This design comes from an exercise in tuning for small area, a short achievable clock period and few clock cycles per item on the open sky130 flow, not from production work.
The RTL was checked by simulation tests, not by an equivalence proof against the original design.
No activity file was given, so power comes from the tool's default toggle rates.

[flow/flow/run.sh]
#!/bin/bash
# The standard layout (standard synthesis, floorplan, placement, CTS, routing), with
# - every input and output port buffered by a buf_4 instead of the default delay buffer
set -euo pipefail
bash standard.sh SETUP_SLACK_MARGIN=6.4 \
    'BUFFER_PORTS_ARGS=-buffer_cell sky130_fd_sc_hd__buf_4' \
    finish > standard_flow.log 2>&1
[flow/standard.sh]
#!/bin/bash
# synth_recipe.tcl (not shown) runs the flow's synth.tcl, then flattens the netlist and writes it again
# the make line also repeats each setting of config.mk as NAME=value (left out here)
make -C /OpenROAD-flow-scripts/flow DESIGN_CONFIG=/design/flow/config.mk WORK_HOME=/design/flow/orfs CLKGATE_MAP_FILE= SYNTH_SCRIPT=/design/flow/synth_recipe.tcl "${@:-finish}"
[flow/config.mk]
export PLATFORM = sky130hd
export DESIGN_NAME = fifo_slot_dispatcher
export DESIGN_NICKNAME = fifo_slot_dispatcher
export VERILOG_FILES = /design/flow/design.v
export SDC_FILE = /design/flow/constraint.sdc
export NUM_CORES = 4
export LEC_CHECK = 0
export CAP_MARGIN = 20
export CORE_MARGIN = 2
export CORE_UTILIZATION = 60
export CTS_BUF_LIST = sky130_fd_sc_hd__clkbuf_16
export CTS_CLUSTER_DIAMETER = 60
export CTS_CLUSTER_SIZE = 30
export PLACE_DENSITY = 0.7
export SLEW_MARGIN = 20
export SYNTH_MEMORY_MAX_BITS = 8192
[flow/constraint.sdc]
create_clock -name core_clock -period 10.0 [get_ports {aclk}]
set_input_delay 2.0000 -clock core_clock [delete_from_list [all_inputs] [get_ports {aclk}]]
set_output_delay 2.0000 -clock core_clock [all_outputs]
set_load 0.01 [all_outputs]
[flow/design.v]
package fsd_pkg;
    localparam int SLOT_COUNT  = 8;
    localparam int QUEUE_DEPTH = 64;
    localparam int QPTR_W = $clog2(QUEUE_DEPTH);
    localparam int QCNT_W = $clog2(QUEUE_DEPTH + 1);
    localparam int JOB_W  = 16;
    localparam int DUR_W  = 24;
    localparam int TICK_W = 32;
    localparam int QENT_W = JOB_W + DUR_W + TICK_W;
    localparam int IN_W  = 1 + JOB_W + DUR_W;
    localparam int OUT_W = 2 + JOB_W + 3 + TICK_W + 4 + 1 + 1;
    localparam logic [1:0] KIND_START    = 2'd0;
    localparam logic [1:0] KIND_COMPLETE = 2'd1;
    localparam logic [1:0] KIND_SUMMARY  = 2'd2;
    localparam logic [1:0] KIND_OVERFLOW = 2'd3;
endpackage
module fsd_ram #(
    parameter int WIDTH = 8,
    parameter int DEPTH = 16
) (
    input  logic                     aclk,
    input  logic                     wr_en,
    input  logic [$clog2(DEPTH)-1:0] wr_addr,
    input  logic [WIDTH-1:0]         wr_data,
    input  logic [DEPTH-1:0]         rd_sel,
    output logic [WIDTH-1:0]         rd_data
);
    logic [WIDTH-1:0] mem_reg [DEPTH];
    always_ff @(posedge aclk) begin
        for (int i = 0; i < DEPTH; i++) begin
            if (wr_en && wr_addr == i) begin
                mem_reg[i] <= wr_data;
            end
        end
    end
    always_comb begin
        rd_data = '0;
        for (int i = 0; i < DEPTH; i++) begin
            rd_data = rd_data | (mem_reg[i] & {WIDTH{rd_sel[i]}});
        end
    end
endmodule
module fsd_inbuf #(
    parameter int W = 8
) (
    input  logic         aclk,
    input  logic         aresetn,
    input  logic         s_valid,
    output logic         s_ready,
    input  logic [W-1:0] s_data,
    output logic         o_valid,
    output logic [W-1:0] o_data,
    input  logic         o_pop
);
    logic         v0_reg, v1_reg;
    logic         rdy_reg;           
    logic [W-1:0] d0_reg, d1_reg;
    logic         push;
    assign s_ready = rdy_reg;
    assign push    = s_valid && rdy_reg;
    assign o_valid = v0_reg;
    assign o_data  = d0_reg;
    always_ff @(posedge aclk) begin
        if (!aresetn) begin
            v0_reg  <= 1'b0;
            v1_reg  <= 1'b0;
            rdy_reg <= 1'b1;
        end else if (o_pop) begin
            rdy_reg <= 1'b1;
            if (v1_reg) begin
                v1_reg <= 1'b0;
            end else if (!push) begin
                v0_reg <= 1'b0;
            end
        end else begin
            rdy_reg <= !(push && v0_reg) && !v1_reg;
            if (push) begin
                if (v0_reg) begin
                    v1_reg <= 1'b1;
                end else begin
                    v0_reg <= 1'b1;
                end
            end
        end
    end
    always_ff @(posedge aclk) begin
        if ((o_pop && (v1_reg || push)) || (push && !v0_reg)) begin
            d0_reg <= v1_reg ? d1_reg : s_data;
        end
        if (push && v0_reg && !o_pop) begin
            d1_reg <= s_data;
        end
    end
endmodule
module fsd_outbuf #(
    parameter int W = 8
) (
    input  logic         aclk,
    input  logic         aresetn,
    input  logic         i_valid,
    output logic         i_ready,
    input  logic [W-1:0] i_data,
    output logic         m_valid,
    input  logic         m_ready,
    output logic [W-1:0] m_data
);
    logic         mv_reg;
    logic [W-1:0] md_reg;
    assign i_ready = !mv_reg || m_ready;
    assign m_valid = mv_reg;
    assign m_data  = md_reg;
    always_ff @(posedge aclk) begin
        if (!aresetn) begin
            mv_reg <= 1'b0;
        end else if (i_ready) begin
            mv_reg <= i_valid;
        end
    end
    always_ff @(posedge aclk) begin
        if (i_ready) begin
            md_reg <= i_data;
        end
    end
endmodule
import fsd_pkg::*;
module fsd_datapath (
    input  logic              aclk,
    input  logic              aresetn,
    input  logic              cfg_valid,
    input  logic              cfg_addr,
    input  logic [15:0]       cfg_data,
    input  logic              iv,
    input  logic [IN_W-1:0]   idata,
    output logic              ipop,
    input  logic              ordy,
    output logic              ovalid,
    output logic [OUT_W-1:0]  odata
);
    localparam int NS = SLOT_COUNT;
    logic [NS-1:0]     act_reg;
    logic [15:0]       limit_reg;
    logic [15:0]       cnt_reg;
    logic [15:0]       need_reg;
    logic              lim_upd_reg;
    logic              done_reg;
    logic [TICK_W-1:0] tick_reg;
    logic [QPTR_W-1:0] tail_reg;
    logic [QUEUE_DEPTH-1:0] rsel_reg;    
    logic [QCNT_W-1:0] qcount_reg;
    logic [QENT_W-1:0] hd_reg;           
    logic [QENT_W-1:0] q_rd;
    logic [NS-1:0]     busy_reg;
    logic [NS-1:0]     c1_reg;           
    logic [JOB_W-1:0]  sid_reg [NS];
    logic [DUR_W-1:0]  rem_reg [NS];
    logic              disp_reg;         
    logic [QCNT_W-1:0] qav_reg;          
    logic              emit_reg;         
    logic [NS-1:0]     emask_reg;        
    logic [NS-1:0]     nsh_reg;          
    logic [3:0]        bsnap_reg;
    logic [3:0]        ncomp_reg;        
    logic              cupd_reg;         
    logic              i_cmd;
    logic [JOB_W-1:0]  i_job;
    logic [DUR_W-1:0]  i_dur;
    assign {i_cmd, i_job, i_dur} = idata;
    logic [JOB_W-1:0]  h_job;
    logic [DUR_W-1:0]  h_dur;
    logic [TICK_W-1:0] h_arr;
    assign {h_job, h_dur, h_arr} = hd_reg;
    function automatic logic [2:0] enc8(input logic [7:0] oh);
        enc8 = '0;
        for (int i = 0; i < 8; i++) begin
            if (oh[i]) enc8 = enc8 | 3'(i);
        end
    endfunction
    function automatic logic [7:0] sort8(input logic [7:0] v);
        logic [7:0] a;
        logic       t;
        a = v;
        for (int p = 0; p < 8; p++) begin
            for (int i = p % 2; i + 1 < 8; i += 2) begin
                t        = a[i] | a[i+1];
                a[i+1]   = a[i] & a[i+1];
                a[i]     = t;
            end
        end
        sort8 = a;
    endfunction
    function automatic logic [3:0] pop8(input logic [7:0] v);
        pop8 = '0;
        for (int i = 0; i < 8; i++) begin
            pop8 = pop8 + 4'(v[i]);
        end
    endfunction
    logic [NS-1:0] idle_act, dsel, comp, csel, esel, need_oh, atleast;
    logic [2:0]    didx, cidx, eidx;
    logic [3:0]    nbusy;
    logic          qfull, qempty, can_disp, run_ends;
    logic          idle_st, tick_go, do_start, do_commit, do_emit;
    logic          arr_drop, arr_write, arr_ovf, tick_drop;
    always_comb begin
        idle_act = ~busy_reg & act_reg;
        dsel     = idle_act & (~idle_act + 1'b1);
        didx     = enc8(dsel);
        comp     = busy_reg & c1_reg;
        csel     = comp & (~comp + 1'b1);
        cidx     = enc8(csel);
        esel     = emask_reg & (~emask_reg + 1'b1);
        eidx     = enc8(esel);
        nbusy    = pop8(busy_reg);
        atleast  = sort8(comp);
        for (int k = 0; k < NS; k++) begin
            need_oh[k] = (need_reg == 16'(k + 1));
        end
        qfull    = qcount_reg[QCNT_W-1];
        qempty   = (qcount_reg == '0);
        can_disp = (|idle_act) && (disp_reg ? (qav_reg != '0) : !qempty);
        run_ends = |(need_oh & atleast);
        idle_st   = !disp_reg && !emit_reg;
        tick_go   = disp_reg || (idle_st && iv && i_cmd && !done_reg);
        do_start  = tick_go && ordy && can_disp;
        do_commit = tick_go && ordy && !can_disp;
        do_emit   = emit_reg && ordy;
        arr_drop  = iv && !i_cmd && !disp_reg && done_reg;
        arr_write = iv && !i_cmd && !done_reg && !qfull;
        arr_ovf   = iv && !i_cmd && idle_st && !done_reg && qfull && ordy;
        tick_drop = iv && i_cmd && idle_st && done_reg;
        ipop = arr_drop || arr_write || arr_ovf || tick_drop
            || (idle_st && (do_start || do_commit));
    end
    fsd_ram #(
        .WIDTH (QENT_W),
        .DEPTH (QUEUE_DEPTH)
    ) u_queue (
        .aclk    (aclk),
        .wr_en   (1'b1),
        .wr_addr (tail_reg),
        .wr_data ({i_job, i_dur, tick_reg}),
        .rd_sel  (rsel_reg),
        .rd_data (q_rd)
    );
    always_comb begin
        ovalid = 1'b0;
        odata  = '0;
        if (arr_ovf) begin
            ovalid = 1'b1;
            odata  = {KIND_OVERFLOW, i_job, 3'd0, 32'd0, 4'd0, 1'b0, 1'b1};
        end else if (do_start) begin
            ovalid = 1'b1;
            odata  = {KIND_START, h_job, didx, tick_reg + ~h_arr + TICK_W'(!disp_reg),
                      4'd0, 1'b0, 1'b0};
        end else if (do_commit) begin
            ovalid = 1'b1;
            if (comp != '0) begin
                odata = {KIND_COMPLETE, sid_reg[cidx], cidx, 32'd0, 4'd0, need_oh[0], 1'b0};
            end else begin
                odata = {KIND_SUMMARY, 16'd0, 3'd0, 32'd0, nbusy, 1'b0, 1'b1};
            end
        end else if (do_emit) begin
            ovalid = 1'b1;
            if (emask_reg != '0) begin
                odata = {KIND_COMPLETE, sid_reg[eidx], eidx, 32'd0, 4'd0, nsh_reg[0], 1'b0};
            end else begin
                odata = {KIND_SUMMARY, 16'd0, 3'd0, 32'd0, bsnap_reg, done_reg, 1'b1};
            end
        end
    end
    always_ff @(posedge aclk) begin
        if (!aresetn) begin
            act_reg     <= '1;
            limit_reg   <= 16'd80;
            cnt_reg     <= '0;
            need_reg    <= 16'd80;
            lim_upd_reg <= 1'b0;
            cupd_reg    <= 1'b0;
            done_reg    <= 1'b0;
            tick_reg    <= '0;
            tail_reg    <= '0;
            rsel_reg    <= QUEUE_DEPTH'(2);
            qcount_reg  <= '0;
            busy_reg    <= '0;
            disp_reg    <= 1'b0;
            emit_reg    <= 1'b0;
        end else begin
            lim_upd_reg <= 1'b0;
            if (cfg_valid) begin
                if (cfg_addr == 1'b0) begin
                    act_reg <= (cfg_data[3:0] >= 4'd8) ? 8'hFF
                             : 8'((9'd1 << cfg_data[3:0]) - 9'd1);
                end else begin
                    limit_reg   <= cfg_data;
                    lim_upd_reg <= 1'b1;
                end
            end
            if (lim_upd_reg) begin
                need_reg <= (limit_reg > cnt_reg) ? limit_reg - cnt_reg : 16'd1;
            end
            cupd_reg <= do_commit && !run_ends;
            if (cupd_reg) begin
                need_reg <= need_reg - 16'(ncomp_reg);
                cnt_reg  <= (17'(cnt_reg) + 17'(ncomp_reg) > 17'hFFFF) ? 16'hFFFF
                          : cnt_reg + 16'(ncomp_reg);
            end
            if (arr_write) begin
                tail_reg <= tail_reg + 1'b1;
            end
            if (arr_write && !do_start) begin
                qcount_reg <= qcount_reg + 1'b1;
            end else if (do_start && !arr_write) begin
                qcount_reg <= qcount_reg - 1'b1;
            end
            if (tick_go && ordy && !disp_reg) begin
                tick_reg <= tick_reg + 1'b1;
            end
            if (do_start) begin
                disp_reg   <= 1'b1;
                busy_reg   <= busy_reg | dsel;
                rsel_reg   <= {rsel_reg[QUEUE_DEPTH-2:0], rsel_reg[QUEUE_DEPTH-1]};
                qav_reg    <= (disp_reg ? qav_reg : qcount_reg) - 1'b1;
            end
            if (do_commit) begin
                disp_reg <= 1'b0;
                busy_reg <= busy_reg & ~comp;
                if (run_ends) begin
                    done_reg <= 1'b1;
                end
                if (comp != '0) begin
                    emit_reg <= 1'b1;
                end
            end
            if (do_emit && emask_reg == '0) begin
                emit_reg <= 1'b0;
            end
        end
    end
    always_ff @(posedge aclk) begin
        if (arr_write && (qempty || (do_start && qcount_reg == QCNT_W'(1)))) begin
            hd_reg <= {i_job, i_dur, tick_reg};
        end else if (do_start) begin
            hd_reg <= q_rd;
        end
        for (int s = 0; s < NS; s++) begin
            if (do_start && dsel[s]) begin
                sid_reg[s] <= h_job;
                rem_reg[s] <= h_dur;
                c1_reg[s]  <= (h_dur[DUR_W-1:1] == '0);
            end else if (do_commit && busy_reg[s]) begin
                rem_reg[s] <= rem_reg[s] - 1'b1;
                c1_reg[s]  <= (rem_reg[s] == DUR_W'(2));
            end
        end
        if (do_commit) begin
            bsnap_reg <= nbusy;
            ncomp_reg <= pop8(comp);
            emask_reg <= need_oh[0] ? '0 : comp & ~csel;
            nsh_reg   <= need_oh >> 1;
        end else if (do_emit && emask_reg != '0) begin
            emask_reg <= nsh_reg[0] ? '0 : emask_reg & ~esel;
            nsh_reg   <= nsh_reg >> 1;
        end
    end
endmodule
import fsd_pkg::*;
module fifo_slot_dispatcher (
    input  logic              aclk,
    input  logic              aresetn,
    input  logic              cfg_valid,
    output logic              cfg_ready,
    input  logic              cfg_addr,
    input  logic [15:0]       cfg_data,
    input  logic              s_valid,
    output logic              s_ready,
    input  logic              s_cmd,
    input  logic [JOB_W-1:0]  s_job_id,
    input  logic [DUR_W-1:0]  s_duration,
    output logic              m_valid,
    input  logic              m_ready,
    output logic [1:0]        m_kind,
    output logic [JOB_W-1:0]  m_out_job,
    output logic [2:0]        m_slot,
    output logic [TICK_W-1:0] m_wait_ticks,
    output logic [3:0]        m_busy_slots,
    output logic              m_done_res,
    output logic              m_last
);
    logic             iv;
    logic [IN_W-1:0]  idata;
    logic             ipop;
    logic             ordy;
    logic             ovalid;
    logic [OUT_W-1:0] odata;
    assign cfg_ready = 1'b1;
    fsd_inbuf #(
        .W (IN_W)
    ) u_in (
        .aclk    (aclk),
        .aresetn (aresetn),
        .s_valid (s_valid),
        .s_ready (s_ready),
        .s_data  ({s_cmd, s_job_id, s_duration}),
        .o_valid (iv),
        .o_data  (idata),
        .o_pop   (ipop)
    );
    fsd_datapath u_dp (
        .aclk      (aclk),
        .aresetn   (aresetn),
        .cfg_valid (cfg_valid),
        .cfg_addr  (cfg_addr),
        .cfg_data  (cfg_data),
        .iv        (iv),
        .idata     (idata),
        .ipop      (ipop),
        .ordy      (ordy),
        .ovalid    (ovalid),
        .odata     (odata)
    );
    fsd_outbuf #(
        .W (OUT_W)
    ) u_out (
        .aclk    (aclk),
        .aresetn (aresetn),
        .i_valid (ovalid),
        .i_ready (ordy),
        .i_data  (odata),
        .m_valid (m_valid),
        .m_ready (m_ready),
        .m_data  ({m_kind, m_out_job, m_slot, m_wait_ticks, m_busy_slots, m_done_res, m_last})
    );
endmodule
==> impl_results.md, run 1 <==
- Fin. Hold Viols: 0
- Placed cell areas: 209000 sq um
- Clk latency of the worst-skew pair: 1.08 ns
- Ys async rst share: 0
- Max cap viols: 0
- Slew headroom: 0.105
- Post-synth top area share: 0.774
- Max Buffers Root-to-Sink: 4
- Most frequent cells after synthesis: 5177 x edfxtp_1, 1373 x a22oi_1, 540 x a221oi_1
- Final std cells w/o fill: 16800
- Routed vias: 140000
- Die Wd: 582 um
- Min cycle time layout: 3.83 ns
- Hpwl dp: 428000 um
- Number of synthesis warnings: 7
- 1st-pass router iterations: 9
- Power, Total: 47.5 mW
- Port buffer count: 123
- Final Max Tran Viols: 0
- Kind of end point of the critical path: flop
- Count of final setup violators: 0
- First-pass GRT wire length: 1080000 um
- Worst hold margin: 0.469 ns
- Final core area utilization: 0.669
- Antenna violations before repair: 50
- Antenna Violating Nets Remaining: 0
- Most common cell on crit path: buf_6
- Wirelength, routed: 831000 um
- Post-Syn Area: 201000 sq um
- P_sw: 13.3 mW
- Inst Count DP: 16100
- Gate power share: 0.107
- Ys flop type: edfxtp_1
- Max reg flops: 4608
- I/O pins: 125
- Mapped Avg Cell Area: 16.9 sq um
- Worst Path Arrival: 4.48 ns
- Wire per inst: 49.3 um
- Fmax: 261 MHz
- Post-Syn Nets: 12000
- Number of flops mapped to enable cells by yosys: 5177
- Outcome: timing/DRC/antenna clean
- Seq/Total Area, Yosys: 0.793
- Mapped Cells: 11900
- Worst Clk Skew: 0.0910 ns
- Min setup slack post-route: 6.17 ns
- Vias in the first global route: 123000
- GPL Wtd Cong: 0.943
- Pwr dens: 213 nW/um^2
- Gr ovfl total: 0
- CTS Sinks: 5359
- Area Growth Syn to Fin: 11.1%
- H-tree depth: 5
- Core area: 333000 sq um
- Tcrit/Tclk final: 0.383
- Overall Global Routing Usage: 0.477
- Critical path class: reg -> reg
- Post-route cell area: 223000 sq um
- Via-to-Cell Ratio: 8.30
- Initial Util: 0.603
- Unique masters post-synth: 88
- Crit start category: flop
- Clock network power share: 0.336
- P_int: 34.2 mW
- Die H: 582 um
- Cell Rows: 212
- Root Driver: clkbuf_16
- Register share of total power: 0.557
- Num CTS Buffers: 333
- Number of remaining DRC errors: 0
- Area contributors post-synth: edfxtp_1 77%, a22oi_1 5.1%, a221oi_1 2.4%, a22o_1 2.2%, dfxtp_1 1.8%
- Ratio of cells with drive above 1 in the final layout: 0.122
- IR drop worst, VDD: 191 uV
- Max stage delay on crit path: 0.84 ns
- Cell taking the most area after synthesis: edfxtp_1
- Final nets: 12300
- Clock transition at path regs: 0.09 ns
- CP Cell Sequence: nand2b_2, nor2_4, buf_6, buf_6
- Setup TNS: 0 ns
- Post-Place Worst Slack: 4.09 ns
- Actual slew at the worst max-slew pin: 1.34 ns
- Iter 0 DRT Violations: 36000
- RSZ-0062 raised after global routing: true
- Sw frac: 0.280
- Leakage power: 68.7 nW
- Tightest Hold Check Type: reg -> reg
- Largest net degree at the start of global routing: 80
- Flops & latches, synth: 5359
- CTS tree: yes
- Max Fanout on Critical Path: 32
- DIE AREA: 339000 sq um
- Worst EP required: 10.65 ns
- Count leader, synth: edfxtp_1
- Slowest-stage cell, CP: nor2_4
-- worst paths after layout --
check                    startpoint                      endpoint  slack [ns]  cells past startpoint
hold / removal    u_dp.limit_reg[3]             u_dp.limit_reg[3]        0.47                      2
setup / recovery   u_dp.tail_reg[5]  u_dp.u_queue.mem_reg[22][70]        6.17                      4
setup reg to reg   u_dp.tail_reg[5]  u_dp.u_queue.mem_reg[22][70]        6.17                      4
hold reg to reg   u_dp.limit_reg[3]             u_dp.limit_reg[3]        0.47                      2
-- placed cells by master (no fill, tap or decap), types with 163 or more instances in the layout --
cell type     n
a22o_1      504
buf_4       471
nand2_1     419
nand3_1     294
clkbuf_16   339
o21ai_0     173
a21oi_1     279
nor2_1      421
xnor2_1     163
nand4_1     326
a22oi_1    1371
nor3_1      172
a221oi_1    535
edfxtp_1   5177
-- area by class of cell --
| cell class | count | area [sq um] |
|---|---|---|
| sequential | 5359 | 159000 |
| timing repair buffer | 601 | 5650 |
| antenna | 69 | 173 |
| clock inverter | 281 | 3800 |
| clock buffer | 338 | 8460 |
| tap | 4387 | 5490 |
| timing repair inverter | 1 | 8.76 |
| inverter | 140 | 578 |
| multi-input combinational | 5660 | 39400 |
| fill | 21700 | 110000 |
-- power by group through the flow --
| stage | combinational [mW] | sequential (mW) | clock (mW) |
|---|---|---|---|
| floorplan | 2.05 | 26.8 | 0 |
| global placement | 4.31 | 26.9 | 0 |
| detailed placement | 4.44 | 26.9 | 0 |
| CTS | 4.71 | 26.4 | 15.8 |
| global route | 5.10 | 26.5 | 16.6 |
| finish | 5.08 | 26.5 | 16.0 |
-- logic make-up (layout without fill, tap and decap cells) --
kind of cell,after synthesis,count (layout),synth area share
DFF,5359,5359,0.793
AOI/OAI and AO/OA,3196,3197,0.120
and+or+nand+nor,2053,2057,0.0504
buffers and inverters,859,1361,0.0163
xor gates and xnor gates,236,236,0.0103
adders and majority gates,103,103,0.00689
muxes,66,66,0.00358
other,1,70,0.0000187
-- worst max-delay path, delay by kind of cell (launching register included) --
family	cells	cell delay, ns
buffers and inverters	2	1.32
DFF	1	0.36
and+or+nand+nor	2	1.49
-- routing by layer --
layer,track usage,vias to the layer above,routed length [um]
li1,-,49400,-
met1,0.619,67800,252000
met2,0.650,18200,332000
met3,0.213,4384,171000
met4,0.319,28,75200
met5,0.00170,-,373
-- repair_timing --
action,CTS,global route
buffers inserted,26,14
pin swaps,15,9
cloned,8,4
hold buffers,0,0
gates resized for setup,93,33
endpoints found under the setup margin,1067,415
Testbench counts, summed over its fixed seeds: cycles 17,533, items 12,008.
==> run 2, diff against run 1 <==
--- a/flow/design.v
+++ b/flow/design.v
@@ -146,2 +146,3 @@
     logic [TICK_W-1:0] tick_reg;
+    logic [TICK_W-1:0] tref_reg;         
     logic [QPTR_W-1:0] tail_reg;
@@ -157,2 +158,4 @@
     logic [QCNT_W-1:0] qav_reg;          
+    logic              qnz_reg;          
+    logic              qavnz_reg;        
     logic              emit_reg;         
@@ -200,3 +203,5 @@
     logic          qfull, qempty, can_disp, run_ends;
-    logic          idle_st, tick_go, do_start, do_commit, do_emit;
+    logic          idle_st, tick_go, do_start, do_commit, do_emit, disp_nx;
+    logic [QCNT_W-1:0] qcount_nx, qav_nx;
+    logic [TICK_W-1:0] tick_nx;
     logic          arr_drop, arr_write, arr_ovf, tick_drop;
@@ -217,4 +222,4 @@
         qfull    = qcount_reg[QCNT_W-1];
-        qempty   = (qcount_reg == '0);
-        can_disp = (|idle_act) && (disp_reg ? (qav_reg != '0) : !qempty);
+        qempty   = !qnz_reg;
+        can_disp = (|idle_act) && (disp_reg ? qavnz_reg : qnz_reg);
         run_ends = |(need_oh & atleast);
@@ -229,2 +234,6 @@
         tick_drop = iv && i_cmd && idle_st && done_reg;
+        disp_nx   = do_start || (disp_reg && !do_commit);
+        tick_nx   = (tick_go && ordy && !disp_reg) ? tick_reg + 1'b1 : tick_reg;
+        qcount_nx = qcount_reg + QCNT_W'(arr_write) - QCNT_W'(do_start);
+        qav_nx    = do_start ? (disp_reg ? qav_reg : qcount_reg) - 1'b1 : qav_reg;
         ipop = arr_drop || arr_write || arr_ovf || tick_drop
@@ -251,4 +260,3 @@
             ovalid = 1'b1;
-            odata  = {KIND_START, h_job, didx, tick_reg + ~h_arr + TICK_W'(!disp_reg),
-                      4'd0, 1'b0, 1'b0};
+            odata  = {KIND_START, h_job, didx, tref_reg - h_arr, 4'd0, 1'b0, 1'b0};
         end else if (do_commit) begin
@@ -279,2 +287,4 @@
             tick_reg    <= '0;
+            tref_reg    <= '0;
+            qnz_reg     <= 1'b0;
             tail_reg    <= '0;
@@ -308,9 +318,9 @@
             end
-            if (arr_write && !do_start) begin
-                qcount_reg <= qcount_reg + 1'b1;
-            end else if (do_start && !arr_write) begin
-                qcount_reg <= qcount_reg - 1'b1;
-            end
-            if (tick_go && ordy && !disp_reg) begin
-                tick_reg <= tick_reg + 1'b1;
+            qcount_reg <= qcount_nx;
+            qnz_reg    <= (qcount_nx != '0);
+            tick_reg <= tick_nx;
+            if (!disp_nx) begin
+                tref_reg <= tick_nx;
+            end else if (!disp_reg) begin
+                tref_reg <= tick_reg;
             end
@@ -320,3 +330,2 @@
                 rsel_reg   <= {rsel_reg[QUEUE_DEPTH-2:0], rsel_reg[QUEUE_DEPTH-1]};
-                qav_reg    <= (disp_reg ? qav_reg : qcount_reg) - 1'b1;
             end
@@ -338,2 +347,4 @@
     always_ff @(posedge aclk) begin
+        qav_reg   <= qav_nx;
+        qavnz_reg <= (qav_nx != '0);
         if (arr_write && (qempty || (do_start && qcount_reg == QCNT_W'(1)))) begin
==> run 2 against run 1 <==
Against the previous run: final area increased by 0.53%; critical path type is now in -> reg; now fails the layout checks on slew limit; die area is 1.1% higher; critical path depth grew 17; sequential power barely moved.
==> impl_results.md, run 2 <==
- Min cycle time layout: 3.90 ns (was 3.83 ns)
- Die H: 586 um (was 582 um)
- Count of final setup violators: 0 (unchanged)
- # hold bufs at CTS: 0 (unchanged)
- Area contributors post-synth: edfxtp_1 77%, a22oi_1 4.6%, a221oi_1 2.6%, a22o_1 2.4%, dfxtp_1 2.2% (was edfxtp_1 77%, a22oi_1 5.1%, a221oi_1 2.4%, a22o_1 2.2%, dfxtp_1 1.8%)
- Iter 0 DRT Violations: 36300 (was 36000)
- Die Wd: 586 um (was 582 um)
- CP Cell Sequence: buf_8, nor2b_4, buf_6, buf_6, clkinvlp_4, o21ai_4, a211o_4, inv_12, ha_4, inv_2, ha_4, inv_2, fa_2, inv_2, a21oi_2, nor2_2, o21ai_1, a21oi_1, nor2_1, xnor2_1, o41a_1 (was nand2b_2, nor2_4, buf_6, buf_6)
- Vias in the first global route: 125000 (was 123000)
- Initial Util: 0.603 (about the same)
- Max Fanout on Critical Path: 4 (was 32)
- First-pass GRT wire length: 1070000 um (was 1080000 um)
- DIE AREA: 343000 sq um (was 339000 sq um)
- FF-to-FF Start: u_dp.tail_reg[4] (was u_dp.tail_reg[5])
- Max Buffers Root-to-Sink: 4 (unchanged)
- Routed vias: 141000 (was 140000)
- Fin. Hold Viols: 0 (unchanged)
- Fmax: 257 MHz (was 261 MHz)
- Post-Place Worst Slack: 3.70 ns (was 4.09 ns)
- Failed Checks: slew limit
- Final core area utilization: 0.666 (was 0.669)
- Slew headroom: -0.0225 (was 0.105)
- Antenna violations before repair: 47 (was 50)
- CTS Sinks: 5393 (was 5359)
- Ratio of cells with drive above 1 in the final layout: 0.118 (was 0.122)
- Hpwl dp: 395000 um (was 428000 um)
- Actual slew at the worst max-slew pin: 1.53 ns (was 1.34 ns)
- Max reg flops: 4608 (unchanged)
- Hold Crit Depth: 2 (unchanged)
- Number of synthesis warnings: 7 (unchanged)
- Tightest Hold Check Type: reg -> reg (unchanged)
- Critical path class: in -> reg (was reg -> reg)
- Most common cell on crit path: inv_2 (was buf_6)
- Number of flops mapped to enable cells by yosys: 5170 (was 5177)
- Wirelength, routed: 820000 um (was 831000 um)
- R2R Setup Slk: 6.15 ns (was 6.17 ns)
- Wire per inst: 47.7 um (was 49.3 um)
- Count leader, synth: edfxtp_1 (unchanged)
- Overall Global Routing Usage: 0.465 (was 0.477)
- Largest net degree at the start of global routing: 86 (was 80)
- 1st-pass router iterations: 12 (was 9)
- Slowest-stage cell, CP: a211o_4 (was nor2_4)
- Worst hold margin: 0.471 ns (was 0.469 ns)
- Cell Rows: 213 (was 212)
- Post-Syn Area: 203000 sq um (was 201000 sq um)
- RSZ-0062 raised after global routing: true (unchanged)
- Root Driver: clkbuf_16 (unchanged)
- Num CTS Buffers: 299 (was 333)
- Leakage power: 69.4 nW (was 68.7 nW)
- Ys async rst share: 0 (unchanged)
- Worst Clk Skew: 0.0677 ns (was 0.0910 ns)
- Worst Path Arrival: 4.77 ns (was 4.48 ns)
- Port buffer count: 123 (unchanged)
- Mapped Cells: 12200 (was 11900)
- Seq/Total Area, Yosys: 0.787 (was 0.793)
- I/O pins: 125 (unchanged)
- GPL Wtd Cong: 0.896 (was 0.943)
- Antenna Violating Nets Remaining: 0 (unchanged)
- Min setup slack post-route: 6.10 ns (was 6.17 ns)
- Post-Syn Nets: 12400 (was 12000)
- Post-synth top area share: 0.765 (was 0.774)
- Fillers: 22000 (was 21700)
- Outcome: finished with violations (was timing/DRC/antenna clean)
- Ys flop type: edfxtp_1 (unchanged)
- Pwr dens: 201 nW/um^2 (was 213 nW/um^2)
- Clock transition at path regs: 0.09 ns (about the same)
- Worst EP required: 10.87 ns (was 10.65 ns)
- Most frequent cells in the layout: 5170 x edfxtp_1, 1234 x a22oi_1, 589 x a221oi_1 (was 5177 x edfxtp_1, 1371 x a22oi_1, 535 x a221oi_1)
- Via-to-Cell Ratio: 8.18 (was 8.30)
- Flops & latches, synth: 5393 (was 5359)
- IR drop worst, VDD: 156 uV (was 191 uV)
- Number of remaining DRC errors: 0 (unchanged)
- Core area: 337000 sq um (was 333000 sq um)
- Setup TNS: 0 ns (unchanged)
- Tcrit/Tclk final: 0.390 (was 0.383)
- Mapped Avg Cell Area: 16.7 sq um (was 16.9 sq um)
- Gr ovfl total: 0 (unchanged)
- Worst Reg2Reg Path Length in Cells: 4 (unchanged)
- Cell taking the most area after synthesis: edfxtp_1 (unchanged)
- Hold EP: u_dp.limit_reg[9] (was u_dp.limit_reg[3])
- Crit start category: input pin (was flop)
- FF/Latch Area: 160000 sq um (was 159000 sq um)
- Max cap viols: 0 (unchanged)
- H-tree depth: 5 (unchanged)
- Start point of the worst hold path: u_dp.limit_reg[9] (was u_dp.limit_reg[3])
- Unique masters post-synth: 93 (was 88)
- Clk latency of the worst-skew pair: 1.03 ns (was 1.08 ns)
- Kind of end point of the critical path: flop (unchanged)
- Final nets: 12500 (was 12300)
- Worst r2r dst: u_dp.u_queue.mem_reg[1][26] (was u_dp.u_queue.mem_reg[22][70])
- Most frequent cells after synthesis: 5170 x edfxtp_1, 1234 x a22oi_1, 591 x a221oi_1 (was 5177 x edfxtp_1, 1373 x a22oi_1, 540 x a221oi_1)
- Commonest non-fill, non-tap cell in the layout: edfxtp_1 (unchanged)
- Max stage delay on crit path: 0.40 ns (was 0.84 ns)
- Area occupied by multi-input gates: 41000 sq um (was 39400 sq um)
- Area Growth Syn to Fin: 10.5% (was 11.1%)
- CTS tree: yes (unchanged)
- Final Max Tran Viols: 10 (was 0)
==> run 2: cell count changes after synthesis, sizes merged, moves of 18 or more <==
cell    before   now
nand2      424   588
a22oi     1373  1234
a221oi     540   593
a22o       504   552
o21ai      203   251
dfxtp      182   223
clkbuf     497   520
xor2        72    94
nand2b      20    39
nand3      297   279
==> run 2: cell type report <==
class,count,area share
Sequential cell,5393,0.714
Multi-Input combinational cell,5909,0.183
Clock buffer,308,0.0344
Timing Repair Buffer,600,0.0267
Tap cell,4515,0.0252
Clock inverter,237,0.0130
Inverter,143,0.00274
Antenna cell,62,0.000692
Timing Repair inverter,3,0.000134
==> run 2: worst max-delay path by stage <==
stage / to / start / slack, ns
finish: u_dp.qnz_reg / m_ready / 6.10
floorplan: u_dp.qnz_reg / m_ready / 4.03
global route: u_dp.qnz_reg / m_ready / 6.00
global placement: u_dp.sid_reg[4][5] / m_ready / 3.78
detailed placement: u_dp.sid_reg[4][5] / m_ready / 3.70
CTS: u_in.d0_reg[2] / m_ready / 6.23
==> run 2: logic make-up (layout without fill, tap and decap cells) <==
group                      after synthesis  in the layout  share of synthesized area
DFF                                   5393           5393                      0.787
AOI/OAI and AO/OA                     3228           3235                      0.120
and+or+nand+nor                       2229           2236                     0.0535
buffers and inverters                  891           1291                     0.0168
xor gates and xnor gates               259            259                     0.0112
adders and majority gates              110            110                    0.00724
muxes                                   68             68                    0.00367
other                                    1             63                  0.0000185
==> run 2: worst max-delay path, delay by kind of cell <==
| kind | cells | cell delay (ns) |
|---|---|---|
| compound gates | 6 | 1.10 |
| fa+ha+maj | 3 | 0.69 |
| xor+xnor | 1 | 0.13 |
| simple gates | 3 | 0.23 |
| buf+inv | 8 | 0.61 |
==> run 2: timing repair <==
item,4_1_cts,5_1_grt
setup buffers,30,35
pin swaps,14,21
cloned,15,19
endpoints found under the setup margin,1145,561
resized for setup,108,103
==> run 2: metrics by stage <==
step	power (mW)	cell area, sq um	cells
floorplan	28.5	204000	12200
global placement	30.0	211000	16500
detailed placement	30.2	211000	16500
CTS	44.4	223000	17100
global route	45.7	224000	17100
finish	45.0	224000	17200
==> run 2: power by group <==
group	total (mW)	leakage (nW)	switching, mW	internal [mW]
logic	3.92	16.0	2.90	1.01
registers	26.4	48.2	0.439	26.0
clock network	14.7	5.17	8.22	6.50
==> run 2: per-layer routing <==
layer / global-route usage / vias up / routed length, um
met4: 0.302 / 42 / 73100
met5: 0.00911 / - / 456
li1: - / 50200 / -
met2: 0.648 / 17600 / 332000
met3: 0.207 / 4506 / 169000
met1: 0.592 / 68200 / 245000
Testbench counts of run 2, summed over its fixed seeds: cycles 17,533, items 12,008.
==> run 3, diff against run 2 <==
--- a/flow/design.v
+++ b/flow/design.v
@@ -22,3 +22,3 @@
     input  logic                     wr_en,
-    input  logic [$clog2(DEPTH)-1:0] wr_addr,
+    input  logic [DEPTH-1:0]         wr_sel,
     input  logic [WIDTH-1:0]         wr_data,
@@ -30,3 +30,3 @@
         for (int i = 0; i < DEPTH; i++) begin
-            if (wr_en && wr_addr == i) begin
+            if (wr_en && wr_sel[i]) begin
                 mem_reg[i] <= wr_data;
@@ -147,3 +147,3 @@
     logic [TICK_W-1:0] tref_reg;         
-    logic [QPTR_W-1:0] tail_reg;
+    logic [QUEUE_DEPTH-1:0] wsel_reg;    
     logic [QUEUE_DEPTH-1:0] rsel_reg;    
@@ -247,3 +247,3 @@
         .wr_en   (1'b1),
-        .wr_addr (tail_reg),
+        .wr_sel  (wsel_reg),
         .wr_data ({i_job, i_dur, tick_reg}),
@@ -289,3 +289,3 @@
             qnz_reg     <= 1'b0;
-            tail_reg    <= '0;
+            wsel_reg    <= QUEUE_DEPTH'(1);
             rsel_reg    <= QUEUE_DEPTH'(2);
@@ -316,3 +316,3 @@
             if (arr_write) begin
-                tail_reg <= tail_reg + 1'b1;
+                wsel_reg <= {wsel_reg[QUEUE_DEPTH-2:0], wsel_reg[QUEUE_DEPTH-1]};
             end
==> run 3 against run 2 <==
Against the previous run: the run now finishes clean; worst setup slack gained 0.039 ns; sequential cell count rose by 58; sequential share of layout area is 0.73 points higher; critical path depth shrank 14; combinational power fell by 2%; fmax increased by 1.0%; clock power is essentially flat; routed wire length grew 1.4%; hold slack better by 0.0020 ns; clock skew increased by 0.011 ns; first-iteration DRC count down 2.6%; total power is 1.0% higher; critical path type is now reg -> reg; largest power group unchanged.
==> impl_results.md, run 3 <==
- Die H: 587 um (was 586 um)
- Fillers: 22500 (was 22000)
- Complex-gate fraction of the synthesized area: 0.121 (was 0.120)
- Most frequent cells in the layout: 5170 x edfxtp_1, 1328 x a22oi_1, 545 x nand2_1 (was 5170 x edfxtp_1, 1234 x a22oi_1, 589 x a221oi_1)
- I/O pins: 125 (unchanged)
- Cell taking the most area after synthesis: edfxtp_1 (unchanged)
- Max reg flops: 4608 (unchanged)
- Wirelength, routed: 832000 um (was 820000 um)
- Number of remaining DRC errors: 0 (unchanged)
- Via-to-Cell Ratio: 8.22 (was 8.18)
- Number of synthesis warnings: 7 (unchanged)
- Kind of end point of the critical path: flop (unchanged)
- Mapped Cells: 12200 (about the same)
- Max stage delay on crit path: 0.87 ns (was 0.40 ns)
- Post-Syn Nets: 12400 (about the same)
- Post-synthesis adder-cell area fraction: 0.00701 (was 0.00724)
- Number of flops mapped to enable cells by yosys: 5170 (unchanged)
- Unique masters post-synth: 91 (was 93)
- Worst r2r dst: u_dp.hd_reg[52] (was u_dp.u_queue.mem_reg[1][26])
- Crit start category: flop (was input pin)
- Max Buffers Root-to-Sink: 4 (unchanged)
- Port buffer count: 123 (unchanged)
- Critical path class: reg -> reg (was in -> reg)
- Routed vias: 142000 (was 141000)
- Clock transition at path regs: 0.11 ns (was 0.09 ns)
- Slowest-stage cell, CP: nor4_1 (was a211o_4)
- Root Driver: clkbuf_16 (unchanged)
- Flops & latches, synth: 5451 (was 5393)
- First-pass GRT wire length: 1090000 um (was 1070000 um)
- Gr ovfl total: 0 (unchanged)
- Initial Util: 0.602 (was 0.603)
- GPL Wtd Cong: 0.924 (was 0.896)
- Setup TNS: 0 ns (unchanged)
- Worst EP required: 10.72 ns (was 10.87 ns)
- Worst Clk Skew: 0.0792 ns (was 0.0677 ns)
- Max cap viols: 0 (unchanged)
- RSZ-0062 raised after global routing: true (unchanged)
- Post-route cell area: 224000 sq um (about the same)
- Ratio of cells with drive above 1 in the final layout: 0.111 (was 0.118)
- Tcrit/Tclk final: 0.386 (was 0.390)
- Post-synthesis mux area share: 0.00385 (was 0.00367)
- Worst Reg2Reg Path Length in Cells: 7 (was 4)
- Critical Path Start: u_dp.rsel_reg[58] (was m_ready)
- Vias in the first global route: 127000 (was 125000)
- Iter 0 DRT Violations: 35400 (was 36300)
- Core area: 339000 sq um (was 337000 sq um)
- CTS Sinks: 5451 (was 5393)
- Post-Syn Area: 204000 sq um (was 203000 sq um)
- H-tree depth: 5 (unchanged)
- Max Fanout on Critical Path: 28 (was 4)
- Min cycle time layout: 3.86 ns (was 3.90 ns)
- Most frequent cells after synthesis: 5170 x edfxtp_1, 1328 x a22oi_1, 557 x nand2_1 (was 5170 x edfxtp_1, 1234 x a22oi_1, 591 x a221oi_1)
- Fmax: 259 MHz (was 257 MHz)
- Mapped Avg Cell Area: 16.7 sq um (about the same)
- Area occupied by multi-input gates: 40300 sq um (was 41000 sq um)
- Synth Area in Simple Gates: 0.0518 (was 0.0535)
- Area Growth Syn to Fin: 9.71% (was 10.5%)
- Setup crit end: u_dp.hd_reg[52] (was u_dp.qnz_reg)
- Actual slew at the worst max-slew pin: 1.35 ns (was 1.53 ns)
- Leakage power: 70.2 nW (was 69.4 nW)
- CP Cell Sequence: buf_4, buf_4, a22o_1, a221oi_1, nand3_1, nor4_1, a31oi_1 (was buf_8, nor2b_4, buf_6, buf_6, clkinvlp_4, o21ai_4, a211o_4, inv_12, ha_4, inv_2, ha_4, inv_2, fa_2, inv_2, a21oi_2, nor2_2, o21ai_1, a21oi_1, nor2_1, xnor2_1, o41a_1)
- Tightest Hold Check Type: reg -> reg (unchanged)
- Hpwl dp: 424000 um (was 395000 um)
- Main combinational cell family by area after synthesis: compound AO/OA/AOI/OAI gates (unchanged)
- Worst Path Arrival: 4.58 ns (was 4.77 ns)
- Count leader, synth: edfxtp_1 (unchanged)
- Commonest non-fill, non-tap cell in the layout: edfxtp_1 (unchanged)
- # hold bufs at CTS: 0 (unchanged)
- Area contributors post-synth: edfxtp_1 76%, a22oi_1 4.9%, dfxtp_1 2.8%, a221oi_1 2.3%, a22o_1 2.2% (was edfxtp_1 77%, a22oi_1 4.6%, a221oi_1 2.6%, a22o_1 2.4%, dfxtp_1 2.2%)
- Final Max Tran Viols: 0 (was 10)
- Count of final setup violators: 0 (unchanged)
- Num CTS Buffers: 306 (was 299)
- Fin. Hold Viols: 0 (unchanged)
- Placed cell areas: 212000 sq um (was 211000 sq um)
- Die Wd: 587 um (was 586 um)
- Overall Global Routing Usage: 0.470 (was 0.465)
- Wire per inst: 48.3 um (was 47.7 um)
- Pwr dens: 203 nW/um^2 (was 201 nW/um^2)
- Antenna Violating Nets Remaining: 0 (unchanged)
- FF/Latch Area: 161000 sq um (was 160000 sq um)
- IR drop worst, VDD: 162 uV (was 156 uV)
- Clk latency of the worst-skew pair: 1.02 ns (was 1.03 ns)
- Antenna violations before repair: 45 (was 47)
- Largest net degree at the start of global routing: 91 (was 86)
- Seq/Total Area, Yosys: 0.789 (was 0.787)
- 1st-pass router iterations: 11 (was 12)
- Outcome: timing/DRC/antenna clean (was finished with violations)
- Slew headroom: 0.0988 (was -0.0225)
- DIE AREA: 345000 sq um (was 343000 sq um)
- Post-synth top area share: 0.761 (was 0.765)
- Final nets: 12500 (about the same)
- FF-to-FF Start: u_dp.rsel_reg[58] (was u_dp.tail_reg[4])
- Ys flop type: edfxtp_1 (unchanged)
- Ys async rst share: 0 (unchanged)
- CTS tree: yes (unchanged)
- XOR/XNOR Fraction of Synth Area: 0.0110 (was 0.0112)
- Most common cell on crit path: buf_4 (was inv_2)
- Cell Rows: 214 (was 213)
- R2R Setup Slk: 6.14 ns (was 6.15 ns)
## run 3: cell types whose count changed after synthesis, moves of 16 or more
cell,before,now
a211oi_1,33,49
a22oi_1,1234,1328
nand2_1,588,557
a221o_1,1,22
clkbuf_1,519,485
buf_1,192,208
dfxtp_1,223,281
xor2_1,94,77
a22o_1,552,511
a221oi_1,591,533
a21oi_1,273,387
o21ai_0,245,178
## run 3: what timing repair did
item,in CTS,in global routing
gates resized for setup,55,29
pin swaps,8,16
endpoints found under the setup margin,805,203
buffers inserted,18,9
gates cloned,11,5
## run 3: report_power, final
part | internal (mW) | total, mW | switching (mW)
clock network | 6.64 | 15.0 | 8.40
registers | 26.2 | 26.6 | 0.439
logic | 0.873 | 3.86 | 2.98
total | 33.7 | 45.5 | 11.8
## run 3: final cells by class
class / instances / share of cell area
Clock inverter: 239 / 0.0140
Timing Repair Buffer: 545 / 0.0203
Timing Repair inverter: 5 / 0.000151
Tap cell: 4536 / 0.0254
Clock buffer: 316 / 0.0353
Inverter: 147 / 0.00286
Sequential cell: 5451 / 0.721
Multi-Input combinational cell: 5909 / 0.180
Antenna cell: 64 / 0.000716
## run 3: per-stage QoR
stage | cells | util | hold slack, ns | total power [mW] | setup WS, ns
2_1_floorplan | 12200 | - | 0.433 | 28.7 | 5.37
3_3_place_gp | 16500 | 0.624 | 0.449 | 30.4 | 3.82
3_5_place_dp | 16500 | 0.625 | 0.463 | 30.5 | 3.75
4_1_cts | 17100 | 0.659 | 0.473 | 45.0 | 6.21
5_1_grt | 17200 | 0.660 | 0.493 | 46.2 | 6.23
6_report | 17200 | 0.660 | 0.473 | 45.5 | 6.14
## run 3: cell families after synthesis
family          count (synthesis)
flops                        5451
xor+xnor                      257
compound gates               3295
other cells                     1
simple gates                 2167
fa+ha+maj                     107
mux                            73
buf+inv                       891
## run 3: critical path, delay by kind of cell, from the launching register on
family          cells  cell delay (ns)
buf+inv             2             1.06
simple gates        2             1.00
compound gates      3             0.78
flops               1             0.62
## run 3: routing by layer
metal | part of all wire | track usage | wire length (um)
met2 | 0.40 | 0.656 | 336000
met4 | 0.10 | 0.336 | 83400
met5 | 0.00058 | 0.00692 | 480
met3 | 0.20 | 0.206 | 169000
met1 | 0.29 | 0.585 | 243000
## run 3: worst min path at each step
stage	start	endpoint	slack, ns	cells after the start
after floorplan	u_dp.c1_reg[1]	u_dp.busy_reg[1]	0.43	1
after global placement	u_dp.limit_reg[0]	u_dp.limit_reg[0]	0.45	2
after detailed placement	u_dp.limit_reg[15]	u_dp.limit_reg[15]	0.46	2
after CTS	u_dp.limit_reg[2]	u_dp.limit_reg[2]	0.47	2
after global routing	u_dp.limit_reg[2]	u_dp.limit_reg[2]	0.49	2
final	u_dp.limit_reg[2]	u_dp.limit_reg[2]	0.47	2
Testbench counts of run 3, summed over its fixed seeds: cycles 17,533, items 12,008.
==> run 4, diff against run 3 <==
--- a/flow/flow/run.sh
+++ b/flow/flow/run.sh
@@ -4,3 +4,3 @@
 set -euo pipefail
-bash standard.sh SETUP_SLACK_MARGIN=6.4 \
+bash standard.sh SETUP_SLACK_MARGIN=6.6 \
     'BUFFER_PORTS_ARGS=-buffer_cell sky130_fd_sc_hd__buf_4' \
==> run 4 against run 3 <==
Against the previous run: global-route usage about the same; core utilization increased by 0.18 points; hold slack worse by 0.011 ns; critical path type is now reg -> out; sequential share of layout area shrank 0.19 points; area after synthesis did not move; critical path depth is 6 lower; via count fell by 0.38%; die area unchanged; largest power group unchanged; still clean; final area grew 0.27%; clock power barely moved; highest routed layer unchanged; clock-buffer cell count rose by 4.
==> impl_results.md, run 4 <==
- Outcome: timing/DRC/antenna clean (unchanged)
- P_int: 33.9 mW (was 33.7 mW)
- Die H: 587 um (unchanged)
- CP delay by family, top: flip-flops (was buffers and inverters)
- Gr ovfl total: 0 (unchanged)
- Ys flop type: edfxtp_1 (unchanged)
- CTS Sinks: 5451 (unchanged)
- First-pass GRT wire length: 1090000 um (about the same)
- I/O pins: 125 (unchanged)
- Register share of total power: 0.581 (was 0.585)
- Pwr dens: 204 nW/um^2 (was 203 nW/um^2)
- # hold bufs at CTS: 0 (unchanged)
- Cell taking the most area after synthesis: edfxtp_1 (unchanged)
- Worst Path Arrival: 1.76 ns (was 4.58 ns)
- Antenna Violating Nets Remaining: 0 (unchanged)
- Routed vias: 141000 (was 142000)
- CP Cell Sequence: buf_6 (was buf_4, buf_4, a22o_1, a221oi_1, nand3_1, nor4_1, a31oi_1)
- Final nets: 12500 (about the same)
- Initial Util: 0.602 (unchanged)
- Worst r2r dst: u_dp.hd_reg[37] (was u_dp.hd_reg[52])
- IR drop worst, VDD: 195 uV (was 162 uV)
- Worst path bufs/invs: 1 (was 2)
- Start point of the worst hold path: u_dp.limit_reg[3] (was u_dp.limit_reg[2])
- Via-to-Cell Ratio: 8.19 (was 8.22)
- Core area: 339000 sq um (unchanged)
- Overall Global Routing Usage: 0.470 (about the same)
- Ratio of cells with drive above 1 in the final layout: 0.114 (was 0.111)
- Iter 0 DRT Violations: 34400 (was 35400)
- Post-Syn Nets: 12400 (unchanged)
- Placed cell areas: 212000 sq um (about the same)
- Number of synthesis warnings: 7 (unchanged)
- Leakage power: 70.3 nW (was 70.2 nW)
- Antenna violations before repair: 47 (was 45)
- Max cap viols: 0 (unchanged)
- Fin. Hold Viols: 0 (unchanged)
- Flops & latches, synth: 5451 (unchanged)
- Worst hold margin: 0.462 ns (was 0.473 ns)
- Cell Rows: 214 (unchanged)
- Final Max Tran Viols: 0 (unchanged)
- Count leader, synth: edfxtp_1 (unchanged)
- Worst Reg2Reg Path Length in Cells: 7 (unchanged)
- Critical path class: reg -> out (was reg -> reg)
- Hold Crit Depth: 2 (unchanged)
- GPL Wtd Cong: 0.905 (was 0.924)
- Clock network power share: 0.334 (was 0.330)
- Root Driver: clkbuf_16 (unchanged)
- Slowest-stage cell, CP: edfxtp_1 (was nor4_1)
- Max stage delay on crit path: 0.55 ns (was 0.87 ns)
- Hpwl dp: 420000 um (was 424000 um)
- H-tree depth: 5 (unchanged)
- RSZ-0062 raised after global routing: true (unchanged)
- Setup TNS: 0 ns (unchanged)
- Slew headroom: 0.0852 (was 0.0988)
- Mapped Cells: 12200 (unchanged)
- Crit start category: flop (unchanged)
- Most frequent cells in the layout: 5170 x edfxtp_1, 1327 x a22oi_1, 541 x nand2_1 (was 5170 x edfxtp_1, 1328 x a22oi_1, 545 x nand2_1)
- Post-synth top area share: 0.761 (unchanged)
- Tightest Hold Check Type: reg -> reg (unchanged)
- Clk latency of the worst-skew pair: 1.08 ns (was 1.02 ns)
- Sw frac: 0.260 (about the same)
- Commonest non-fill, non-tap cell in the layout: edfxtp_1 (unchanged)
- Area contributors post-synth: edfxtp_1 76%, a22oi_1 4.9%, dfxtp_1 2.8%, a221oi_1 2.3%, a22o_1 2.2% (unchanged)
- Max Buffers Root-to-Sink: 4 (unchanged)
- Gate power share: 0.085 (about the same)
- Vias in the first global route: 127000 (about the same)
- Seq/Total Area, Yosys: 0.789 (unchanged)
- Port buffer count: 123 (unchanged)
- Actual slew at the worst max-slew pin: 1.37 ns (was 1.35 ns)
- Fmax: 266 MHz (was 259 MHz)
- Min cycle time layout: 3.76 ns (was 3.86 ns)
- Mapped Avg Cell Area: 16.7 sq um (unchanged)
- Kind of end point of the critical path: primary output (was flop)
- Tcrit/Tclk final: 0.376 (was 0.386)
- Num CTS Buffers: 314 (was 306)
- DIE AREA: 345000 sq um (unchanged)
- Worst Clk Skew: 0.109 ns (was 0.0792 ns)
- Largest net degree at the start of global routing: 111 (was 91)
- Number of remaining DRC errors: 0 (unchanged)
- Wire per inst: 48.2 um (was 48.3 um)
- Unique masters post-synth: 91 (unchanged)
- Post-Syn Area: 204000 sq um (unchanged)
- Post-route cell area: 224000 sq um (about the same)
- Final core area utilization: 0.662 (was 0.660)
- FF-to-FF Start: u_dp.rsel_reg[1] (was u_dp.rsel_reg[58])
- CP Depth: 1 (was 7)
- P_sw: 11.9 mW (was 11.8 mW)
- Clock transition at path regs: 0.10 ns (was 0.11 ns)
- Most frequent cells after synthesis: 5170 x edfxtp_1, 1328 x a22oi_1, 557 x nand2_1 (unchanged)
- Number of flops mapped to enable cells by yosys: 5170 (unchanged)
- Die Wd: 587 um (unchanged)
- Wirelength, routed: 830000 um (was 832000 um)
- Worst EP required: 8.00 ns (was 10.72 ns)
- Max reg flops: 4608 (unchanged)
- Count of final setup violators: 0 (unchanged)
- Hold EP: u_dp.limit_reg[3] (was u_dp.limit_reg[2])
- R2R Setup Slk: 6.33 ns (was 6.14 ns)
- Ys async rst share: 0 (unchanged)
- Area Growth Syn to Fin: 10.0% (was 9.71%)
- CTS tree: yes (unchanged)
- 1st-pass router iterations: 13 (was 11)
- Max Fanout on Critical Path: 1 (was 28)
run 4: per-layer routing:
layer,GRT usage,routed length (um),part of all wire
met1,0.587,244000,0.29
met2,0.663,338000,0.41
met3,0.210,170000,0.20
met4,0.311,77700,0.094
met5,0.00401,723,0.00087
run 4: power by group through the flow:
stage                     sequential (mW)  combinational [mW]  clock (mW)
after CTS                            26.6                3.60        15.1
after global routing                 26.6                3.97        15.9
final                                26.6                3.89        15.3
after detailed placement             27.1                3.43           0
after floorplan                      27.4                1.36           0
after global placement               27.1                3.34           0
run 4: cells by family after synthesis:
kind of cell / after synthesis / share of synthesized area
flip-flops: 5451 / 0.789
AO/OA/AOI/OAI: 3295 / 0.121
AND/OR/NAND/NOR: 2167 / 0.0518
buffers and inverters: 891 / 0.0168
XOR/XNOR: 257 / 0.0110
adder cells (fa/ha/maj): 107 / 0.00701
multiplexers: 73 / 0.00385
other: 1 / 0.0000184
run 4: what timing repair did:
action / CTS / global route
pin swaps: 11 / 15
endpoints found under the setup margin: 857 / 470
buffers inserted: 18 / 16
gates cloned: 8 / 2
resized for setup: 118 / 54
run 4: worst max-delay path by stage:
stage | start | end | slack [ns]
5_1_grt | u_out.md_reg[52] | m_out_job[11] | 6.25
4_1_cts | u_out.md_reg[52] | m_out_job[11] | 6.23
2_1_floorplan | m_ready | u_dp.qnz_reg | 5.37
3_5_place_dp | m_ready | u_dp.qnz_reg | 4.49
3_3_place_gp | m_ready | u_dp.qnz_reg | 4.35
6_report | u_out.md_reg[52] | m_out_job[11] | 6.24
run 4: tightest hold or removal path, cell delays in order, from the launching register on:
cell     delay [ns]
dfxtp_1        0.31
nand2_1        0.05
a21oi_1        0.05
run 4: area by class of cell:
class	instances	area (sq um)
inverters	147	663
well taps	4536	5680
diodes	57	143
repair inverters	5	36.3
fillers	22500	115000
repair buffers	538	4750
multi-input cells	5904	40400
flip-flops and latches	5451	161000
clock inverters	254	3300
clock buffers	320	8010
run 4: stage by stage:
stage	cells	total power [mW]	setup WS, ns
floorplan	12200	28.7	5.37
global placement	16500	30.4	4.35
detailed placement	16500	30.5	4.49
CTS	17100	45.3	6.23
global route	17200	46.5	6.25
finish	17200	45.8	6.24
==> run 5, diff against run 4 <==
--- a/flow/design.v
+++ b/flow/design.v
@@ -319,3 +319,3 @@
             qcount_reg <= qcount_nx;
-            qnz_reg    <= (qcount_nx != '0);
+            qnz_reg    <= arr_write || (qnz_reg && !(do_start && qcount_reg == QCNT_W'(1)));
             tick_reg <= tick_nx;
@@ -348,3 +348,3 @@
         qav_reg   <= qav_nx;
-        qavnz_reg <= (qav_nx != '0);
+        qavnz_reg <= do_start ? ((disp_reg ? qav_reg : qcount_reg) != QCNT_W'(1)) : qavnz_reg;
         if (arr_write && (qempty || (do_start && qcount_reg == QCNT_W'(1)))) begin
--- a/flow/flow/run.sh
+++ b/flow/flow/run.sh
@@ -4,3 +4,3 @@
 set -euo pipefail
-bash standard.sh SETUP_SLACK_MARGIN=6.6 \
+bash standard.sh SETUP_SLACK_MARGIN=6.5 \
     'BUFFER_PORTS_ARGS=-buffer_cell sky130_fd_sc_hd__buf_4' \
--- a/flow/config.mk
+++ b/flow/config.mk
@@ -7,3 +7,3 @@
 export LEC_CHECK = 0
-export CAP_MARGIN = 20
+export CAP_MARGIN = 30
 export CORE_MARGIN = 2
@@ -14,3 +14,3 @@
 export PLACE_DENSITY = 0.7
-export SLEW_MARGIN = 20
+export SLEW_MARGIN = 40
 export SYNTH_MEMORY_MAX_BITS = 8192
==> run 5 against run 4 <==
Against the previous run: still clean; fmax shrank 0.33%; global-route usage shrank 0.26 points; first-iteration DRC count shrank 2.9%; sequential cell count is the same; via count shrank 0.57%; worst setup slack lost 0.012 ns; clock skew shrank 0.024 ns; area after synthesis is essentially flat; final area grew 0.78%; final cell count grew 0.48%; clock-buffer cell count grew 15; critical endpoint is now m_out_job[13].
==> impl_results.md, run 5 <==
- RSZ-0062 raised after global routing: true (unchanged)
- Slowest-stage cell, CP: edfxtp_1 (unchanged)
- Setup TNS: 0 ns (unchanged)
- Num CTS Buffers: 326 (was 314)
- Max Buffers Root-to-Sink: 4 (unchanged)
- Count leader, synth: edfxtp_1 (unchanged)
- Outcome: timing/DRC/antenna clean (unchanged)
- Min cycle time layout: 3.77 ns (was 3.76 ns)
- Ratio of cells with drive above 1 in the final layout: 0.120 (was 0.114)
- Antenna Violating Nets Remaining: 0 (unchanged)
- Overall Global Routing Usage: 0.467 (was 0.470)
- Antenna violations before repair: 42 (was 47)
- Worst EP required: 8.00 ns (about the same)
- Iter 0 DRT Violations: 33400 (was 34400)
- Cell Rows: 214 (unchanged)
- Final nets: 12600 (was 12500)
- Max stage delay on crit path: 0.56 ns (was 0.55 ns)
- Post-route cell area: 226000 sq um (was 224000 sq um)
- Fin. Hold Viols: 0 (unchanged)
- Routed vias: 140000 (was 141000)
- Unique masters post-synth: 87 (was 91)
- Worst path bufs/invs: 1 (unchanged)
- Flops & latches, synth: 5451 (unchanged)
- FF/Latch Area: 161000 sq um (about the same)
- Max Fanout on Critical Path: 1 (unchanged)
- Min setup slack post-route: 6.23 ns (was 6.24 ns)
- Worst Path Arrival: 1.77 ns (was 1.76 ns)
- I/O pins: 125 (unchanged)
- Slew headroom: 0.237 (was 0.0852)
- DIE AREA: 345000 sq um (about the same)
- Die H: 587 um (about the same)
- Vias in the first global route: 127000 (about the same)
- Number of remaining DRC errors: 0 (unchanged)
- # hold bufs at CTS: 0 (unchanged)
- Worst hold margin: 0.460 ns (was 0.462 ns)
- Most frequent cells after synthesis: 5178 x edfxtp_1, 1331 x a22oi_1, 596 x nand2_1 (was 5170 x edfxtp_1, 1328 x a22oi_1, 557 x nand2_1)
- Core area: 339000 sq um (unchanged)
- Post-Syn Area: 204000 sq um (about the same)
- Root Driver: clkbuf_16 (unchanged)
- Tcrit/Tclk final: 0.377 (was 0.376)
- Count of final setup violators: 0 (unchanged)
- Ys async rst share: 0 (unchanged)
- Ys flop type: edfxtp_1 (unchanged)
- Placed cell areas: 213000 sq um (was 212000 sq um)
- CTS tree: yes (unchanged)
- Max cap viols: 0 (unchanged)
- Number of synthesis warnings: 7 (unchanged)
- Actual slew at the worst max-slew pin: 1.14 ns (was 1.37 ns)
- Die Wd: 587 um (about the same)
- CP Depth: 1 (unchanged)
- Post-synth top area share: 0.762 (was 0.761)
- Gr ovfl total: 0 (unchanged)
- Number of flops mapped to enable cells by yosys: 5178 (was 5170)
- FF-to-FF Start: u_dp.rsel_reg[19] (was u_dp.rsel_reg[1])
- Kind of end point of the critical path: primary output (unchanged)
- Cell taking the most area after synthesis: edfxtp_1 (unchanged)
- Seq/Total Area, Yosys: 0.789 (about the same)
- H-tree depth: 5 (unchanged)
- Largest net degree at the start of global routing: 76 (was 111)
- Area Growth Syn to Fin: 10.9% (was 10.0%)
- Initial Util: 0.602 (about the same)
- Commonest non-fill, non-tap cell in the layout: edfxtp_1 (unchanged)
- Inst Count DP: 16600 (was 16500)
- Critical path class: reg -> out (unchanged)
- Leakage power: 70.9 nW (was 70.3 nW)
- Mapped Cells: 12300 (was 12200)
- CP delay by family, top: flip-flops (unchanged)
- Post-Place Worst Slack: 4.10 ns (was 4.49 ns)
- Critical Path Start: u_out.md_reg[54] (was u_out.md_reg[52])
- CTS Sinks: 5451 (unchanged)
- Area contributors post-synth: edfxtp_1 76%, a22oi_1 4.9%, dfxtp_1 2.7%, a221oi_1 2.4%, a22o_1 2.2% (was edfxtp_1 76%, a22oi_1 4.9%, dfxtp_1 2.8%, a221oi_1 2.3%, a22o_1 2.2%)
- Fillers: 22300 (was 22500)
- 1st-pass router iterations: 22 (was 13)
- R2R Setup Slk: 6.35 ns (was 6.33 ns)
- Fmax: 265 MHz (was 266 MHz)
- Hpwl dp: 426000 um (was 420000 um)
- Port buffer count: 123 (unchanged)
- Clock transition at path regs: 0.09 ns (was 0.10 ns)
- Wirelength, routed: 822000 um (was 830000 um)
- Worst r2r dst: u_dp.hd_reg[63] (was u_dp.hd_reg[37])
- First-pass GRT wire length: 1080000 um (was 1090000 um)
- IR drop worst, VDD: 153 uV (was 195 uV)
- Mapped Avg Cell Area: 16.7 sq um (about the same)
- Via-to-Cell Ratio: 8.11 (was 8.19)
- Most frequent cells in the layout: 5178 x edfxtp_1, 1331 x a22oi_1, 586 x nand2_1 (was 5170 x edfxtp_1, 1327 x a22oi_1, 541 x nand2_1)
- Pwr dens: 196 nW/um^2 (was 204 nW/um^2)
- Max reg flops: 4608 (unchanged)
- Area occupied by multi-input gates: 40200 sq um (was 40400 sq um)
- Final std cells w/o fill: 17300 (was 17200)
- CP Cell Sequence: buf_6 (unchanged)
- Wire per inst: 47.6 um (was 48.2 um)
- Crit start category: flop (unchanged)
- Worst Reg2Reg Path Length in Cells: 8 (was 7)
- Tightest Hold Check Type: reg -> reg (unchanged)
- Worst Clk Skew: 0.0850 ns (was 0.109 ns)
- GPL Wtd Cong: 0.901 (was 0.905)
- Clk latency of the worst-skew pair: 1.07 ns (was 1.08 ns)
- Post-Syn Nets: 12400 (about the same)
- Setup crit end: m_out_job[13] (was m_out_job[11])
- Final Max Tran Viols: 0 (unchanged)
[run 5: through the flow]
stage / power, mW / util
CTS: 43.9 / 0.665
global placement: 28.5 / 0.624
detailed placement: 28.6 / 0.627
global route: 44.8 / 0.667
finish: 44.2 / 0.667
floorplan: 27.4 / -
[run 5: tightest hold or removal path, stage by stage (launching register included)]
cell and delay (ns):
dfxtp_1 0.31, nand2_1 0.05, a21oi_1 0.05
[run 5: cell families (layout without fill, tap and decap cells)]
family,count (synthesis),after routing,share of synthesized area
xor+xnor,261,261,0.0112
mux,98,98,0.00524
fa+ha+maj,108,108,0.00707
other cells,1,63,0.0000184
buf+inv,893,1335,0.0167
flops,5451,5451,0.789
simple gates,2191,2194,0.0519
compound gates,3247,3248,0.119
[run 5: layout make-up]
type                    instances  area share
flip-flops and latches       5451       0.714
multi-input cells            5910       0.178
clock buffers                 335      0.0371
repair buffers                587      0.0264
well taps                    4536      0.0251
clock inverters               268      0.0161
inverters                     144     0.00266
diodes                         62    0.000686
repair inverters                1   0.0000387
[run 5: per-layer routing]
metal | wire [um] | vias up | share of wire | GRT usage
met2 | 336000 | 17400 | 0.41 | 0.655
met3 | 168000 | 4546 | 0.20 | 0.212
met5 | 787 | - | 0.00096 | 0.0111
met1 | 242000 | 67800 | 0.29 | 0.581
li1 | - | 50300 | - | -
met4 | 76300 | 43 | 0.093 | 0.320
[run 5: how the worst min path moves through the flow]
| stage | depth (start not counted) | from | slack, ns | to |
|---|---|---|---|---|
| floorplan | 1 | u_dp.cnt_reg[6] | 0.43 | u_dp.cnt_reg[6] |
| global placement | 1 | u_dp.cnt_reg[6] | 0.45 | u_dp.cnt_reg[6] |
| detailed placement | 2 | u_dp.limit_reg[0] | 0.45 | u_dp.limit_reg[0] |
| CTS | 2 | u_dp.limit_reg[0] | 0.46 | u_dp.limit_reg[0] |
| global route | 2 | u_dp.limit_reg[14] | 0.49 | u_dp.limit_reg[14] |
| finish | 2 | u_dp.limit_reg[0] | 0.46 | u_dp.limit_reg[0] |
[run 5: report_power, final]
| part | switching, mW | internal (mW) |
|---|---|---|
| combinational | 1.84 | 0.526 |
| sequential | 0.251 | 25.7 |
| clock | 8.77 | 7.13 |
[run 5: what timing repair did]
action	CTS	global route
endpoints found under the setup margin	820	365
cloned	4	2
gates resized for setup	92	37
pin swaps	11	20
buffers inserted	22	7
Testbench counts of run 5, summed over its fixed seeds: cycles 17,533, items 12,008.

==> static timing again, ports no longer ideal <==
How much do the figures lean on ideal ports? The routed layouts below were timed once more, with nothing changed but the port constraints. Step 1 (the two cells are an assumption about what drives the block):
set clk [get_ports {aclk}]
set_driving_cell -lib_cell sky130_fd_sc_hd__clkbuf_16 $clk
set_driving_cell -lib_cell sky130_fd_sc_hd__buf_2 [delete_from_list [all_inputs] $clk]
Step 2 adds t to the input delays and takes it off the output delays; t is the mean of the earliest and latest rising clock arrival at the registers after step 1. Input paths then give back, and output paths get back, about the clock's delay inside the block. Three values: no drivers, after step 1, after step 2; two values: the first two.
run	t, ns	slack for setup (ns)	worst setup path at the end	latest minus earliest clock arrival (ns)
run 1	1.147	6.169 / 6.125 / 5.352	input to register	0.092 / 0.091
run 2	1.103	6.103 / 6.151 / 5.052	input to register	0.077 / 0.077
run 3	1.095	6.141 / 6.111 / 5.371	input to register	0.088 / 0.089
run 4	1.135	6.241 / 6.131 / 5.305	input to register	0.110 / 0.109
run 5	1.135	6.228 / 6.119 / 5.355	input to register	0.099 / 0.098
For run 2, which loses most, drivers alone change the setup slack by +0.048 ns; drivers and shift together by -1.051 ns.
